From an optimization exercise on the open Yosys and OpenROAD flow, aimed at small area and a short achievable clock period; shortcuts taken in it are not production practice. At most, simulation tests tie the RTL to the original design; equivalence was not proved. The RTL of run 1 was laid out without a check of its function. Power and IR drop assume default switching activity.

==> flow/design.v, too long to show whole: its modules and the start of the top module <==
// module fa_cell: 10 lines
// module ha_cell: 9 lines
// module sym_fir: 1097 lines
// module fir_regs: 52 lines
// module fir_top: 27 lines
// module fir_chip: 41 lines
module fir_chip (
   input  logic                   clock,
   input  logic                   arst_n,
   input  logic                   psel,
   input  logic                   penable,
   input  logic                   pwrite,
   input  logic [8-1:0] paddr,
   input  logic [32-1:0] pwdata,
   output logic [32-1:0] prdata,
   output logic                   pready,
   output logic                   pslverr,
   input  logic                   in_valid,
   input  logic [16-1:0] in_data,
   output logic                   out_valid,
   output logic [16-1:0] out_data
);
  // ...
==> flow/run.sh <==
#!/bin/bash
# synth_recipe.tcl (not shown) runs the flow's synth.tcl, then flattens the netlist and writes it again
# the make line also repeats each setting of config.mk as NAME=value (left out here)
make -C /OpenROAD-flow-scripts/flow DESIGN_CONFIG=/design/flow/config.mk WORK_HOME=/design/flow/orfs CLKGATE_MAP_FILE= SYNTH_SCRIPT=/design/flow/synth_recipe.tcl finish
==> flow/config.mk <==
export PLATFORM = sky130hd
export DESIGN_NAME = fir_chip
export DESIGN_NICKNAME = fir_chip
export VERILOG_FILES = /design/flow/design.v
export SDC_FILE = /design/flow/constraint.sdc
export NUM_CORES = 4
export LEC_CHECK = 0
export ABC_AREA = 1
export CAP_MARGIN = 20
export CORE_MARGIN = 2
export CORE_UTILIZATION = 40
export SETUP_SLACK_MARGIN = 4.5
export SLEW_MARGIN = 20
export SYNTH_HIERARCHICAL = 1
==> flow/constraint.sdc <==
create_clock -name core_clock -period 10.5 [get_ports {clock}]
set_input_delay 2.1000 -clock core_clock [delete_from_list [all_inputs] [get_ports {clock}]]
set_output_delay 2.1000 -clock core_clock [all_outputs]
set_load 0.01 [all_outputs]
==> key figures, run 1 <==
Cells and area
  – Diodes inserted: 0
  – Most frequent cells in the layout: fa_1, xor2_1, o22ai_1, nand2_1, edfxtp_1
  – Area occupied by multi-input gates: 31300 sq um
  – Total Nets Final: 5174
  – Max FFs per register: 192
  – Number of non-clock inverters in the layout: 312
  – Clock-cell share of area: 0.0298
  – Largest reg by FF count: u_top.u_fir.hist

STA
  – Setup TNS after final layout: 0 ns
  – Final cycle utilization of the critical path: 0.574
  – Maximum frequency from static timing analysis: 0.166 GHz
  – Post-layout minimum cycle time: 6.02 ns
  – Unrepaired setup endpoints after global routing: yes
  – Actual transition at the worst max-transition pin: 0.990 ns

Critical path
  – FF-to-FF End: u_top.u_fir.acc_b[20]
  – Capture point of the critical path: u_top.u_fir.acc_b[20]
  – Worst Setup Start Kind: flip-flop
  – Total number of cells along the worst setup path: 14
  – Nature of the critical path endpoint: flip-flop
  – Setup slack of the most critical reg-to-reg path: 4.48 ns
  – Family of cells with the greatest summed delay on the critical path: adder cells

Status
  – Outcome: no timing/DRC/antenna violations

Clock tree
  – Master cell of the clock root buffer: clkbuf_16

Pwr
  – Switching portion of total power: 0.425
  – Power consumed by the clock network: 1.64 mW

Die
  – Ports: 113

Place
  – Routability congestion estimate from global placement: 1.03

GRT
  – Met3 Track Usage GR: 0.0718

Synthesis
  – Fraction of post-synthesis cell area in the top cell type by area: 0.326
  – Synthesized-area fraction occupied by adder cells: 0.350
  – Most used flip-flop cell after synthesis: edfxtp_1
  – Xor and xnor area share after synthesis: 0.126

Hold path
  – Hold/Removal Path Class: reg2reg
==> module fir_regs, before the edit <==
module fir_regs (
   input  logic                                              clock,
   input  logic                                              arst_n,
   input  fir_pkg::apb_req_t                                 req,
   output fir_pkg::apb_rsp_t                                 rsp,
   output logic signed [4-1:0][18-1:0] coef,
   output fir_pkg::slice_mode_t                              mode
);
   localparam int H      = 4;
   localparam int CW     = 18;
   localparam int DATA_W = 32;
   localparam int MODE_W = 2;    
   logic              access;     
   logic              wr_en;
   logic              mode_sel;
   logic [H-1:0]      coef_sel;   
   logic              mapped;
   logic [DATA_W-1:0] rd_data;
   assign access = req.psel & req.penable;
   assign wr_en  = access & req.pwrite;
   always_comb begin
      mode_sel = (req.paddr == 8'h00);
      for (int k = 0; k < H; k++)
         coef_sel[k] = (req.paddr == 8'(8'h10 + 4 * k));
   end
   assign mapped = mode_sel | (|coef_sel);
   always_ff @(posedge clock or negedge arst_n) begin
      if (!arst_n) begin
         mode <= '0;
         coef <= '0;    
      end else if (wr_en) begin
         if (mode_sel)
            mode <= fir_pkg::slice_mode_t'(req.pwdata[MODE_W-1:0]);
         for (int k = 0; k < H; k++) begin
            if (coef_sel[k])
               coef[k] <= req.pwdata[CW-1:0];    
         end
      end
   end
   always_comb begin
      rd_data = '0;
      if (mode_sel)
         rd_data = {{(DATA_W - MODE_W){1'b0}}, mode};
      for (int k = 0; k < H; k++) begin
         if (coef_sel[k])
            rd_data = {{(DATA_W - CW){coef[k][CW-1]}}, coef[k]};
      end
   end
   assign rsp.prdata  = (access & ~req.pwrite) ? rd_data : '0;
   assign rsp.pready  = 1'b1;
   assign rsp.pslverr = access & ~mapped;
endmodule
==> module fir_top, before the edit <==
module fir_top (
   input  logic              clock,
   input  logic              arst_n,
   input  fir_pkg::apb_req_t apb_req,
   output fir_pkg::apb_rsp_t apb_rsp,
   input  fir_pkg::sample_t  in,
   output fir_pkg::sample_t  out
);
   logic signed [4-1:0][18-1:0] coef;   
   fir_pkg::slice_mode_t                              mode;
   fir_regs u_regs (
      .clock  (clock),
      .arst_n (arst_n),
      .req    (apb_req),
      .rsp    (apb_rsp),
      .coef   (coef),
      .mode   (mode)
   );
   sym_fir u_fir (
      .clock  (clock),
      .arst_n (arst_n),
      .in     (in),
      .coef   (coef),
      .mode   (mode),
      .out    (out)
   );
endmodule
==> run 2, diff against run 1 <==
--- a/flow/design.v
+++ b/flow/design.v
@@ -40,25 +40,27 @@
    assign s  = a ^ b;
    assign co = a & b;
 endmodule
 `timescale 1ns/1ps
 module sym_fir (
    input  logic                                              clock,
    input  logic                                              arst_n,
    input  fir_pkg::sample_t                                  in,
-   input  logic signed [4-1:0][18-1:0] coef,
+   input  logic [4-1:0][18/2-1:0]      cneg,    
+   input  logic [4-1:0][18/2-1:0]      cone,
+   input  logic [4-1:0][18/2-1:0]      ctwo,
    input  fir_pkg::slice_mode_t                              mode,
    output fir_pkg::sample_t                                  out
 );
    localparam int H   = 4;
    localparam int DW  = 16;
    localparam int AW  = 37;                  
    localparam int ND  = 18 / 2;     
-   localparam int OFS = 5;                   
+   localparam int OFS = 4;                   
    localparam int LEN = OFS + 2 * H - 1;     
    logic signed [DW-1:0] hist [1:LEN];   
    logic [H-1:0][DW:0]   pa, pd;         
    logic [H-1:0][DW:0]   pre_d;          
    logic [H-1:0][DW:0]   pre;            
    logic                 sub;
    logic                 neg_out, neg_out_n;
    assign sub       = mode.pre_sub;
@@ -77,24 +79,22 @@
             hist[i] <= hist[i-1];
          pre <= pre_d;
       end
    end
    logic [H-1:0][ND-1:0][DW+1:0] row;
    logic [H-1:0][ND-1:0]         neg;
    always_comb begin
       for (int t = 0; t < H; t++) begin
-         logic [18:0] bx;
-         bx = {coef[t], 1'b0};
          for (int i = 0; i < ND; i++) begin
             logic one, two, ng;
             logic [DW+1:0] m, e;
-            one = bx[2*i+1] ^ bx[2*i];
-            two = (bx[2*i+2] & ~bx[2*i+1] & ~bx[2*i]) | (~bx[2*i+2] & bx[2*i+1] & bx[2*i]);
-            ng  = bx[2*i+2];
+            one = cone[t][i];
+            two = ctwo[t][i];
+            ng  = cneg[t][i];
             for (int j = 0; j <= DW + 1; j++) begin
                logic sj, sj1;
                sj  = (j == DW + 1) ? pre[t][DW] : pre[t][j];
                sj1 = (j == 0)      ? 1'b0      : pre[t][j-1];
                m[j] = (one & sj) | (two & sj1);
             end
             e = m ^ {(DW+2){ng}};
             row[t][i] = {~e[DW+1], e[DW:0]};
@@ -1125,101 +1125,136 @@
    logic [DW-1:0]        sat_data;
    assign acc      = acc_a + acc_b;
    assign acc_y    = acc ^ {AW{neg_out}};
    assign acc_shr  = acc_y >>> 17;
    assign ovf      = acc_shr[AW-1:DW-1] != {(AW - DW + 1){acc_shr[AW-1]}};
    assign sat_data = !ovf ? acc_shr[DW-1:0] :
                      acc_shr[AW-1] ? {1'b1, {(DW - 1){1'b0}}}
                                    : {1'b0, {(DW - 1){1'b1}}};
-   assign out.data = zero ? '0 : sat_data;
    always_ff @(posedge clock or negedge arst_n) begin
-      if (!arst_n)
-         out.valid <= 1'b0;
-      else
+      if (!arst_n) begin
+         out <= '0;
+      end else begin
          out.valid <= in.valid;
+         if (in.valid)
+            out.data <= zero ? '0 : sat_data;
+      end
    end
 endmodule
 `timescale 1ns/1ps
 module fir_regs (
-   input  logic                                              clock,
-   input  logic                                              arst_n,
-   input  fir_pkg::apb_req_t                                 req,
-   output fir_pkg::apb_rsp_t                                 rsp,
-   output logic signed [4-1:0][18-1:0] coef,
-   output fir_pkg::slice_mode_t                              mode
+   input  logic                                     clock,
+   input  logic                                     arst_n,
+   input  fir_pkg::apb_req_t                        req,
+   output fir_pkg::apb_rsp_t                        rsp,
+   output logic [4-1:0][18/2-1:0] cneg,
+   output logic [4-1:0][18/2-1:0] cone,
+   output logic [4-1:0][18/2-1:0] ctwo,
+   output fir_pkg::slice_mode_t                     mode
 );
    localparam int H      = 4;
    localparam int CW     = 18;
+   localparam int ND     = 18 / 2;
    localparam int DATA_W = 32;
    localparam int MODE_W = 2;    
    logic              access;     
    logic              wr_en;
+   logic              rd_en;
    logic              mode_sel;
    logic [H-1:0]      coef_sel;   
    logic              mapped;
-   logic [DATA_W-1:0] rd_data;
    assign access = req.psel & req.penable;
    assign wr_en  = access & req.pwrite;
+   assign rd_en  = access & ~req.pwrite;
    always_comb begin
       mode_sel = (req.paddr == 8'h00);
       for (int k = 0; k < H; k++)
          coef_sel[k] = (req.paddr == 8'(8'h10 + 4 * k));
    end
    assign mapped = mode_sel | (|coef_sel);
+   logic [ND-1:0] wneg, wone, wtwo;
+   always_comb begin
+      logic [CW:0] bx;
+      bx = {req.pwdata[CW-1:0], 1'b0};
+      for (int i = 0; i < ND; i++) begin
+         wneg[i] = bx[2*i+2];
+         wone[i] = bx[2*i+1] ^ bx[2*i];
+         wtwo[i] = (bx[2*i+2] & ~bx[2*i+1] & ~bx[2*i]) | (~bx[2*i+2] & bx[2*i+1] & bx[2*i]);
+      end
+   end
    always_ff @(posedge clock or negedge arst_n) begin
       if (!arst_n) begin
          mode <= '0;
-         coef <= '0;    
+         cneg <= '0;    
+         cone <= '0;
+         ctwo <= '0;
       end else if (wr_en) begin
          if (mode_sel)
             mode <= fir_pkg::slice_mode_t'(req.pwdata[MODE_W-1:0]);
          for (int k = 0; k < H; k++) begin
-            if (coef_sel[k])
-               coef[k] <= req.pwdata[CW-1:0];    
+            if (coef_sel[k]) begin    
+               cneg[k] <= wneg;
+               cone[k] <= wone;
+               ctwo[k] <= wtwo;
+            end
          end
       end
    end
+   logic [H-1:0][CW-1:0] coef;
    always_comb begin
-      rd_data = '0;
-      if (mode_sel)
-         rd_data = {{(DATA_W - MODE_W){1'b0}}, mode};
-      for (int k = 0; k < H; k++) begin
-         if (coef_sel[k])
-            rd_data = {{(DATA_W - CW){coef[k][CW-1]}}, coef[k]};
-      end
+      for (int k = 0; k < H; k++)
+         for (int i = 0; i < ND; i++) begin
+            coef[k][2*i+1] = cneg[k][i];
+            coef[k][2*i]   = cone[k][i] ^ ((i == 0) ? 1'b0 : cneg[k][i-1]);
+         end
+   end
+   logic              rsel_mode;
+   logic [H-1:0]      rsel_coef;
+   logic [CW-1:0]     rd_coef;
+   assign rsel_mode = rd_en & mode_sel;
+   assign rsel_coef = {H{rd_en}} & coef_sel;
+   always_comb begin
+      rd_coef = '0;
+      for (int k = 0; k < H; k++)
+         rd_coef = rd_coef | ({CW{rsel_coef[k]}} & coef[k]);
    end
-   assign rsp.prdata  = (access & ~req.pwrite) ? rd_data : '0;
+   assign rsp.prdata  = {{(DATA_W - CW){rd_coef[CW-1]}}, rd_coef[CW-1:MODE_W],
+                         rd_coef[MODE_W-1:0] | ({MODE_W{rsel_mode}} & mode)};
    assign rsp.pready  = 1'b1;
    assign rsp.pslverr = access & ~mapped;
 endmodule
 `timescale 1ns/1ps
 module fir_top (
    input  logic              clock,
    input  logic              arst_n,
    input  fir_pkg::apb_req_t apb_req,
    output fir_pkg::apb_rsp_t apb_rsp,
    input  fir_pkg::sample_t  in,
    output fir_pkg::sample_t  out
 );
-   logic signed [4-1:0][18-1:0] coef;   
-   fir_pkg::slice_mode_t                              mode;
+   logic [4-1:0][18/2-1:0] cneg, cone, ctwo;
+   fir_pkg::slice_mode_t                         mode;
    fir_regs u_regs (
       .clock  (clock),
       .arst_n (arst_n),
       .req    (apb_req),
       .rsp    (apb_rsp),
-      .coef   (coef),
+      .cneg   (cneg),
+      .cone   (cone),
+      .ctwo   (ctwo),
       .mode   (mode)
    );
    sym_fir u_fir (
       .clock  (clock),
       .arst_n (arst_n),
       .in     (in),
-      .coef   (coef),
+      .cneg   (cneg),
+      .cone   (cone),
+      .ctwo   (ctwo),
       .mode   (mode),
       .out    (out)
    );
 endmodule
 `timescale 1ns/1ps
 module fir_chip (
    input  logic                   clock,
    input  logic                   arst_n,
==> run 2 against run 1 <==
Global-route usage decreased by 1.7 points. Sequential share of layout area increased by 1.9 points. Clock power up 13%. Clock skew shrank 0.016 ns. Sequential power increased by 4%. Routed wire length shrank 3.7%. Via count fell by 1.5%. Core utilization fell by 2.1 points. Flip-flop and latch count is 36 higher. Non-clock buffer count is 88 lower. Final cell count shrank 1.2%. Worst hold slack is essentially flat. Highest routed layer unchanged.
==> key figures, run 2 <==
Status
  – Outcome: no timing/DRC/antenna violations (unchanged)

GRT
  – Largest net degree at the start of global routing: 106 (was 166)
  – GRT Overall Usage: 0.286 (was 0.303)
  – Initial antenna violation count: 2 (unchanged)
  – Global-route congestion overflow total: 0 (unchanged)
  – Number of global-route vias before repair: 35200 (was 35400)
  – First-pass GRT wire length: 243000 um (was 250000 um)

Synthesis
  – Most used flip-flop cell after synthesis: edfxtp_1 (unchanged)
  – Mapped Avg Cell Area: 11.1 sq um (was 10.7 sq um)
  – Synthesized net count: 5022 (was 5038)
  – Synth area leader: fa_1 (unchanged)
  – Largest cells by area after synthesis: fa_1, edfxtp_1, xor2_1 (unchanged)
  – Ranking of synthesized cells by instance count: fa_1, xor2_1, o22ai_1 (unchanged)
  – Syn. warnings: 9 (unchanged)
  – Fraction of post-synthesis cell area in the top cell type by area: 0.317 (was 0.326)
  – Count of flip-flops with a built-in enable after synthesis: 316 (was 332)
  – Distinct cell type count after synthesis: 50 (unchanged)
  – Yosys reg bits: 444 (was 408)
  – Share of synthesized area occupied by flip-flops and latches: 0.276 (was 0.266)
  – Share of synthesized registers carrying an async set or reset: 0.288 (was 0.186)
  – Most frequent cell after synthesis: fa_1 (unchanged)
  – Synth Instances: 4146 (was 4162)
  – Cell area after synthesis: 46000 sq um (was 44700 sq um)

Cells and area
  – Non-Filler Instances: 5751 (was 5823)
  – Largest reg by FF count: u_top.u_fir.hist (unchanged)
  – Total Nets Final: 5075 (was 5174)
  – Most frequent standard cell in the layout excluding fill and tap cells: fa_1 (unchanged)
  – Most frequent cells in the layout: fa_1, xor2_1, o22ai_1, nand2_1, edfxtp_1 (unchanged)
  – Max FFs per register: 176 (was 192)
  – Diodes inserted: 0 (unchanged)
  – Fraction of layout instances using a drive strength above 1: 0.103 (was 0.181)
  – Biggest registers after layout: u_top.u_fir.hist x176, u_top.u_fir.pre x68 (was u_top.u_fir.hist x192, u_top.u_regs.coef x72, u_top.u_fir.pre x68)
  – Area added between synthesis and finish: 10.9% (was 15.8%)
  – Total non-filler cell area in the finished layout: 51000 sq um (was 51700 sq um)

Critical path
  – Crit Path Category: in2out (was reg2reg)
  – Critical path's largest stage delay: 0.47 ns (was 0.54 ns)
  – Data required time of the critical path: 8.40 ns (was 10.84 ns)
  – Cells traversed along the worst timing path: clkdlybuf4s50_1 > nand2_2 > nor2_4 > buf_4 > bufbuf_16 > nand3_1 > nand4_1 > dlygate4sd2_1 (was buf_12 > clkinv_1 > buf_4 > nand2_1 > a21boi_1 > fa_1 > fa_2 > fa_1 > fa_1 > fa_1 > fa_2 > fa_1 > fa_2 > fa_1)
  – FF-to-FF End: u_top.u_fir.acc_b[20] (unchanged)
  – Worst r2r path cells: 12 (was 14)
  – Setup slack of the most critical reg-to-reg path: 4.57 ns (was 4.48 ns)
  – Library cell contributing the largest single delay on the critical path: clkdlybuf4s50_1 (was fa_1)
  – Crit path max fanout: 29 (was 22)
  – Nature of the critical path endpoint: output port (was flip-flop)
  – Worst Setup Start Kind: primary input (was flip-flop)
  – Beginning of the worst register-to-register path: u_top.u_regs.cone[10] (was u_top.u_regs.coef[37])
  – Signal arrival time at the worst endpoint: 3.87 ns (was 6.37 ns)

Drt
  – Vias after detailed routing: 34900 (was 35400)
  – # DRC: 0 (unchanged)
  – DR WL/cell: 29.6 um (was 30.3 um)
  – Routed Wire Length: 170000 um (was 177000 um)
  – Remaining antenna violation count after routing: 0 (unchanged)
  – Detailed router's first-iteration violation count: 4773 (was 4544)
  – Drt first pass iters: 8 (was 12)
  – Vias/cell: 6.06 (was 6.08)

STA
  – Number of setup violations in the final report: 0 (unchanged)
  – Count of endpoints failing hold in the final timing report: 0 (unchanged)
  – Actual transition at the worst max-transition pin: 1.20 ns (was 0.990 ns)
  – Max Transition Viols Final: 0 (unchanged)
  – Unrepaired setup endpoints after global routing: yes (unchanged)
  – Relative slew slack: 0.192 (was 0.336)
  – Setup TNS after final layout: 0 ns (unchanged)
  – Final cycle utilization of the critical path: 0.568 (was 0.574)
  – Post-layout minimum cycle time: 5.97 ns (was 6.02 ns)
  – Worst clock skew on the final layout: 0.0248 ns (was 0.0406 ns)
  – Maximum frequency from static timing analysis: 0.168 GHz (was 0.166 GHz)

Place
  – Placed cell areas: 48400 sq um (was 47000 sq um)
  – Placed cell count: 5589 (was 5559)
  – PortBufs: 97 (unchanged)
  – DP Wirelength: 124000 um (was 129000 um)
  – Routability congestion estimate from global placement: 1.02 (was 1.03)

Clock tree
  – CTS H-tree lvls: 2 (unchanged)
  – Clock buffers created by TritonCTS: 49 (was 45)
  – Insertion delay to the later sink of the worst-skew pair: 0.64 ns (was 0.63 ns)
  – TritonCTS clock tree: yes (unchanged)
  – Maximum root-to-sink buffer count: 3 (unchanged)
  – Clock transition at path regs: 0.06 ns (about the same)
  – Sinks on Clock Net: 444 (was 408)
  – Master cell of the clock root buffer: clkbuf_16 (unchanged)

Hold path
  – Hold/Removal Path Class: reg2reg (unchanged)
  – Number of cells traversed by the worst hold path: 0 (unchanged)
  – End point of the most critical hold path: u_top.u_fir.hist[4][8] (was u_top.u_fir.hist[4][5])
  – Launch instance of the worst min-delay path: u_top.u_fir.hist[3][8] (was u_top.u_fir.hist[3][5])

Die
  – Ports: 113 (unchanged)
  – Core area: 114000 sq um (was 111000 sq um)
  – Initial core utilization: 0.402 (was 0.404)
  – Die width: 343 um (was 338 um)
  – Floorplan row count: 124 (was 122)
  – Height of the die: 343 um (was 338 um)
  – Die Outline Area: 118000 sq um (was 114000 sq um)

Job
  – Number of violations of the max-capacitance limit: 0 (unchanged)

Pwr
  – Pwr dens: 150 nW/um^2 (was 159 nW/um^2)
  – Worst VDD drop: 119 uV (was 130 uV)
  – Static power due to leakage: 25.4 nW (was 24.4 nW)
-- run 2: changes by cell type in the layout (fill, tap and decap cells not counted), sizes merged, moves of 28 or more --
cell	previous run	this run
o21ai	210	121
nor2	229	103
nand3	25	102
buf	259	176
o22ai	512	576
xnor2	15	49
a21oi	137	45
a211oi	33	1
nand4	5	35
clkbuf	92	64
xor2	627	723
dfrtp	75	127
-- run 2: where the power goes --
part           leakage [nW]  switching, mW  internal, mW
clock                 0.816          0.766          1.08
combinational          19.8           2.18          1.25
sequential             4.85          0.143          2.23
total                  25.4           3.09          4.56
-- run 2: repair_timing --
item,4_1_cts,5_1_grt
gates cloned,4,0
setup buffers,29,38
setup endpoints to repair,39,28
resized for setup,51,46
hold buffers,0,0
pin swaps,7,3
-- run 2: cell families (layout without fill, tap and decap cells) --
logic type               Yosys count  after routing  share of synthesized area
adder cells (fa/ha/maj)          814            814                      0.341
buffers and inverters            587            678                     0.0530
XOR/XNOR                         772            772                      0.147
AO/OA/AOI/OAI                    759            759                      0.101
other                              1              1                  0.0000816
AND/OR/NAND/NOR                  729            731                     0.0717
flip-flops                       444            444                      0.276
multiplexers                      40             40                    0.00980
-- run 2: how the worst max path moves through the flow --
stage	to	startpoint	slack [ns]	depth (start not counted)
global placement	prdata[27]	psel	3.61	9
finish	prdata[9]	penable	4.53	8
global route	prdata[1]	psel	4.49	10
detailed placement	prdata[24]	penable	3.51	9
CTS	prdata[30]	penable	4.31	10
floorplan	u_top.u_fir.acc_b[20]	u_top.u_regs.mode[1]	4.56	11
-- run 2: routing by layer --
metal / vias to the layer above / share of wire / track usage
met1: 17800 / 0.38 / 0.374
met5: - / 0.000088 / 0
met3: 643 / 0.11 / 0.0788
met4: 2 / 0.078 / 0.180
met2: 2410 / 0.43 / 0.421
li1: 14100 / - / -
-- run 2: per-stage QoR --
stage                     worst slack (ns)  hold slack [ns]  utilization  power, mW
after detailed placement              3.51            0.405        0.424       5.73
after floorplan                       4.56            0.400            -       4.43
after global placement                3.61            0.401        0.424       5.66
final                                 4.53            0.412        0.446       7.65
after global routing                  4.49            0.422        0.446       8.07
after CTS                             4.31            0.416        0.442       7.61
-- run 2: area by class of cell --
type,count,area (sq um)
Clock buffer,62,1290
Clock inverter,29,415
Fill cell,10800,63200
Inverter,314,1340
Multi-Input combinational cell,3117,30900
Sequential cell,444,12700
Tap cell,1512,1890
Timing Repair Buffer,273,2450
-- run 2: modules after synthesis (local to each module, per instance), a selection --
module / flip-flops and latches / times used / cells / cell area [sq um]
sym_fir: 334 / 1 / 2718 / 25200
fir_regs: 110 / 1 / 665 / 5720
fa_cell: 0 / 728 / 1 / 20.0
ha_cell: 0 / 35 / 1 / 12.5
-- run 2: critical path: cells and delay by family --
kind	cells	cell delay, ns
buffers and inverters	4	1.22
AND/OR/NAND/NOR	4	0.54
==> run 3, diff against run 2 <==
--- a/flow/config.mk
+++ b/flow/config.mk
@@ -11,3 +11,3 @@
 export CORE_UTILIZATION = 40
-export SETUP_SLACK_MARGIN = 4.5
+export SETUP_SLACK_MARGIN = 5.0
 export SLEW_MARGIN = 20
==> run 3 against run 2 <==
Still clean on timing, DRC and antenna. Sequential power is essentially flat. Non-clock buffer count increased by 185. Count of clock-buffer cells in the layout increased by 3. Highest routed layer unchanged.
==> key figures, run 3 <==
Status
  – Outcome: no timing/DRC/antenna violations (unchanged)

Synthesis
  – Synth Instances: 4146 (unchanged)
  – Distinct cell type count after synthesis: 50 (unchanged)
  – Synth area leader: fa_1 (unchanged)
  – Share of synthesized registers carrying an async set or reset: 0.288 (unchanged)
  – Count of flip-flops with a built-in enable after synthesis: 316 (unchanged)
  – Most used flip-flop cell after synthesis: edfxtp_1 (unchanged)
  – Fraction of post-synthesis cell area in the top cell type by area: 0.317 (unchanged)
  – Synthesized net count: 5022 (unchanged)
  – Mapped Avg Cell Area: 11.1 sq um (unchanged)
  – Cell area after synthesis: 46000 sq um (unchanged)
  – Share of synthesized area occupied by flip-flops and latches: 0.276 (unchanged)
  – Largest cells by area after synthesis: fa_1, edfxtp_1, xor2_1 (unchanged)
  – Yosys reg bits: 444 (unchanged)
  – Most frequent cell after synthesis: fa_1 (unchanged)
  – Ranking of synthesized cells by instance count: fa_1, xor2_1, o22ai_1 (unchanged)
  – Syn. warnings: 9 (unchanged)

Place
  – DP Wirelength: 123000 um (was 124000 um)
  – PortBufs: 97 (unchanged)
  – Routability congestion estimate from global placement: 1.04 (was 1.02)
  – Placed cell areas: 48400 sq um (about the same)

Pwr
  – Switching portion of total power: 0.412 (was 0.404)
  – Worst VDD drop: 123 uV (was 119 uV)
  – Static power due to leakage: 26.4 nW (was 25.4 nW)
  – Clock share of power: 0.219 (was 0.241)
  – Power Internal: 4.41 mW (was 4.56 mW)
  – Sequential share of power: 0.316 (was 0.310)
  – Overall power after layout: 7.50 mW (was 7.65 mW)
  – Proportion of power drawn by combinational gates: 0.465 (was 0.449)
  – P_sw: 3.09 mW (about the same)
  – Pwr dens: 141 nW/um^2 (was 150 nW/um^2)

Critical path
  – Data required time of the critical path: 10.83 ns (was 8.40 ns)
  – Crit Path Category: reg2reg (was in2out)
  – Signal arrival time at the worst endpoint: 5.85 ns (was 3.87 ns)
  – Nature of the critical path endpoint: flip-flop (was output port)
  – Worst Setup Start Kind: flip-flop (was primary input)
  – FF-to-FF End: u_top.u_fir.acc_b[27] (was u_top.u_fir.acc_b[20])
  – Crit path max fanout: 5 (was 29)
  – Setup slack of the most critical reg-to-reg path: 4.98 ns (was 4.57 ns)
  – Worst r2r path cells: 13 (was 12)
  – Beginning of the worst register-to-register path: u_top.u_regs.cone[4] (was u_top.u_regs.cone[10])

GRT
  – Met3 Track Usage GR: 0.0976 (was 0.0788)
  – Number of global-route vias before repair: 35900 (was 35200)
  – Largest net degree at the start of global routing: 107 (was 106)
  – First-pass GRT wire length: 251000 um (was 243000 um)
  – Gr busiest metal: met2 (unchanged)
  – Global routing usage on met1: 0.382 (was 0.374)
  – Initial antenna violation count: 4 (was 2)
  – Global-route congestion overflow total: 0 (unchanged)
  – GRT Overall Usage: 0.297 (was 0.286)
  – GR Util met2: 0.429 (was 0.421)

Clock tree
  – Insertion delay to the later sink of the worst-skew pair: 0.67 ns (was 0.64 ns)
  – TritonCTS clock tree: yes (unchanged)
  – CTS H-tree lvls: 2 (unchanged)
  – Hold buffer count at CTS: 0 (unchanged)
  – Sinks on Clock Net: 444 (unchanged)
  – Maximum root-to-sink buffer count: 3 (unchanged)
  – Clock buffers created by TritonCTS: 47 (was 49)
  – Clock transition at path regs: 0.07 ns (was 0.06 ns)
  – Master cell of the clock root buffer: clkbuf_16 (unchanged)

Cells and area
  – Biggest registers after layout: u_top.u_fir.hist x176, u_top.u_fir.pre x68 (unchanged)
  – Total Nets Final: 5263 (was 5075)
  – Area added between synthesis and finish: 16.1% (was 10.9%)
  – Most frequent standard cell in the layout excluding fill and tap cells: xor2_1 (was fa_1)
  – Largest reg by FF count: u_top.u_fir.hist (unchanged)
  – Number of fill cells in the layout: 10500 (was 10800)
  – Total non-filler cell area in the finished layout: 53400 sq um (was 51000 sq um)
  – Most frequent cells in the layout: xor2_1, fa_1, o22ai_1, nand2_1, edfxtp_1 (was fa_1, xor2_1, o22ai_1, nand2_1, edfxtp_1)
  – Area occupied by multi-input gates: 31300 sq um (was 30900 sq um)
  – Fraction of layout instances using a drive strength above 1: 0.190 (was 0.103)
  – Reg area: 12800 sq um (was 12700 sq um)
  – Max FFs per register: 176 (unchanged)

Hold path
  – End point of the most critical hold path: u_top.u_fir.hist[3][6] (was u_top.u_fir.hist[4][8])
  – Hold/Removal Path Class: reg2reg (unchanged)
  – Launch instance of the worst min-delay path: u_top.u_fir.hist[2][6] (was u_top.u_fir.hist[3][8])
  – Number of cells traversed by the worst hold path: 0 (unchanged)

STA
  – Count of endpoints failing hold in the final timing report: 0 (unchanged)
  – Worst hold margin: 0.417 ns (was 0.412 ns)
  – Unrepaired setup endpoints after global routing: yes (unchanged)
  – Worst clock skew on the final layout: 0.0586 ns (was 0.0248 ns)
  – Setup TNS after final layout: 0 ns (unchanged)
  – Number of setup violations in the final report: 0 (unchanged)
  – Post-layout minimum cycle time: 5.52 ns (was 5.97 ns)
  – Max Transition Viols Final: 0 (unchanged)
  – Final cycle utilization of the critical path: 0.526 (was 0.568)
  – Relative slew slack: 0.292 (was 0.192)
  – Actual transition at the worst max-transition pin: 1.06 ns (was 1.20 ns)
  – Maximum frequency from static timing analysis: 0.181 GHz (was 0.168 GHz)

Die
  – Floorplan row count: 124 (unchanged)
  – Height of the die: 343 um (unchanged)
  – Die Outline Area: 118000 sq um (unchanged)
  – Core area: 114000 sq um (unchanged)
  – Ports: 113 (unchanged)
  – Die width: 343 um (unchanged)
  – Initial core utilization: 0.402 (unchanged)

Drt
  – Routed Wire Length: 177000 um (was 170000 um)
  – Vias/cell: 6.08 (was 6.06)
  – Vias after detailed routing: 36100 (was 34900)
  – Detailed router's first-iteration violation count: 4969 (was 4773)
  – Drt first pass iters: 7 (was 8)
  – Remaining antenna violation count after routing: 0 (unchanged)
  – # DRC: 0 (unchanged)
  – DR WL/cell: 29.9 um (was 29.6 um)

Job
  – Number of violations of the max-capacitance limit: 0 (unchanged)
[run 3: cell types whose count changed in the layout (fill, tap and decap cells not counted), moves of 33 or more]
cell	delta
buf_4	+103
fa_1	-55
fa_2	+55
dfrtp_1	-47
buf_6	+43
dfrtp_2	+43
inv_1	-38
buf_12	+34
buf_2	+33
[run 3: repair_timing]
item	CTS	global route
gates cloned	6	4
endpoints found under the hold margin	0	0
resized for setup	411	156
pin swaps	24	57
endpoints found under the setup margin	64	48
setup buffers	191	66
[run 3: how the worst max path moves through the flow]
stage	start	end	slack, ns	cells past startpoint
finish	u_top.u_regs.cone[4]	u_top.u_fir.acc_b[27]	4.98	13
detailed placement	psel	prdata[21]	3.55	9
global route	u_top.u_regs.cone[3]	u_top.u_fir.acc_b[20]	4.90	12
CTS	u_top.u_regs.cone[2]	u_top.u_fir.acc_b[20]	5.00	13
global placement	psel	prdata[19]	3.64	9
floorplan	u_top.u_regs.cneg[20]	u_top.u_fir.acc_b[20]	5.00	12
[run 3: power by group through the flow]
| stage | clock (mW) | combinational, mW | sequential [mW] |
|---|---|---|---|
| 3_3_place_gp | 0 | 3.24 | 2.40 |
| 3_5_place_dp | 0 | 3.28 | 2.41 |
| 4_1_cts | 1.67 | 3.37 | 2.37 |
| 2_1_floorplan | 0 | 2.09 | 2.34 |
| 6_report | 1.64 | 3.49 | 2.37 |
| 5_1_grt | 1.74 | 3.78 | 2.39 |
[run 3: per-stage QoR]
step                       util  std cells  setup WS [ns]
after floorplan               -       4146           5.00
after global placement    0.423       5583           3.64
after detailed placement  0.423       5583           3.55
after CTS                 0.459       5867           5.00
after global routing      0.467       5937           4.90
final                     0.467       5938           4.98
[run 3: cells by family after synthesis]
kind of cell | Yosys count | synth area share
adders and majority gates | 814 | 0.341
xor gates and xnor gates | 772 | 0.147
AOI/OAI and AO/OA | 759 | 0.101
and+or+nand+nor | 729 | 0.0717
buffers and inverters | 587 | 0.0530
DFF | 444 | 0.276
muxes | 40 | 0.00980
other | 1 | 0.0000816
[run 3: layout make-up]
cell class / instances / area share
antenna: 1 / 0.0000469
inverter: 314 / 0.0286
clock buffer: 65 / 0.0245
timing repair inverter: 6 / 0.000750
clock inverter: 22 / 0.00331
sequential: 444 / 0.239
timing repair buffer: 458 / 0.0820
multi-input combinational: 3116 / 0.586
tap: 1512 / 0.0355
[run 3: routing by layer]
layer	vias up	routed length, um
met3	740	22800
li1	14400	-
met1	18100	65000
met4	6	14900
met2	2826	74500
met5	-	91
[run 3: critical path, stage by stage (launching register included)]
cell        delay, ns
dfrtp_2          0.41
clkinvlp_4       0.20
buf_4            0.21
buf_4            0.14
o22ai_1          0.21
xor2_1           0.23
fa_1             0.55
fa_1             0.51
fa_1             0.46
fa_1             0.46
fa_1             0.40
fa_1             0.45
fa_1             0.39
fa_1             0.55
[run 3: modules after synthesis (local to each module, per instance), a selection]
| module | cells | times used | cell area (sq um) | flops+latches |
|---|---|---|---|---|
| sym_fir | 2718 | 1 | 25200 | 334 |
| ha_cell | 1 | 35 | 12.5 | 0 |
| fa_cell | 1 | 728 | 20.0 | 0 |
| fir_regs | 665 | 1 | 5720 | 110 |

[separate check: timing with driven ports]
How much do the figures lean on ideal ports? The routed layouts below were timed once more, with nothing changed but the port constraints. Step 1: set_driving_cell puts a clkbuf_16 on clock and a buf_2 on each other input, an assumption about the parent block. Step 2 also shifts input and output timing later by t, the mid clock arrival at the registers, as if the neighbouring blocks saw the same clock. Slacks: no drivers / after step 1 / after step 2; pairs: no drivers / after step 1.
run | shift t [ns] | setup slack, ns | worst setup path at the end | worst data-port slew with drivers (ns) | pins driven straight from the clock port
run 1 | 0.686 | 4.477 / 4.477 / 4.477 | register to register | 0.05 | 1
run 2 | 0.701 | 4.532 / 4.502 / 4.502 | input to output | 0.05 | 1
run 3 | 0.715 | 4.977 / 4.977 / 4.977 | register to register | 0.06 | 1
After both steps setup and hold are still met in every run listed. For run 2, which loses most, drivers alone change the setup slack by -0.030 ns; drivers and shift together by -0.030 ns.
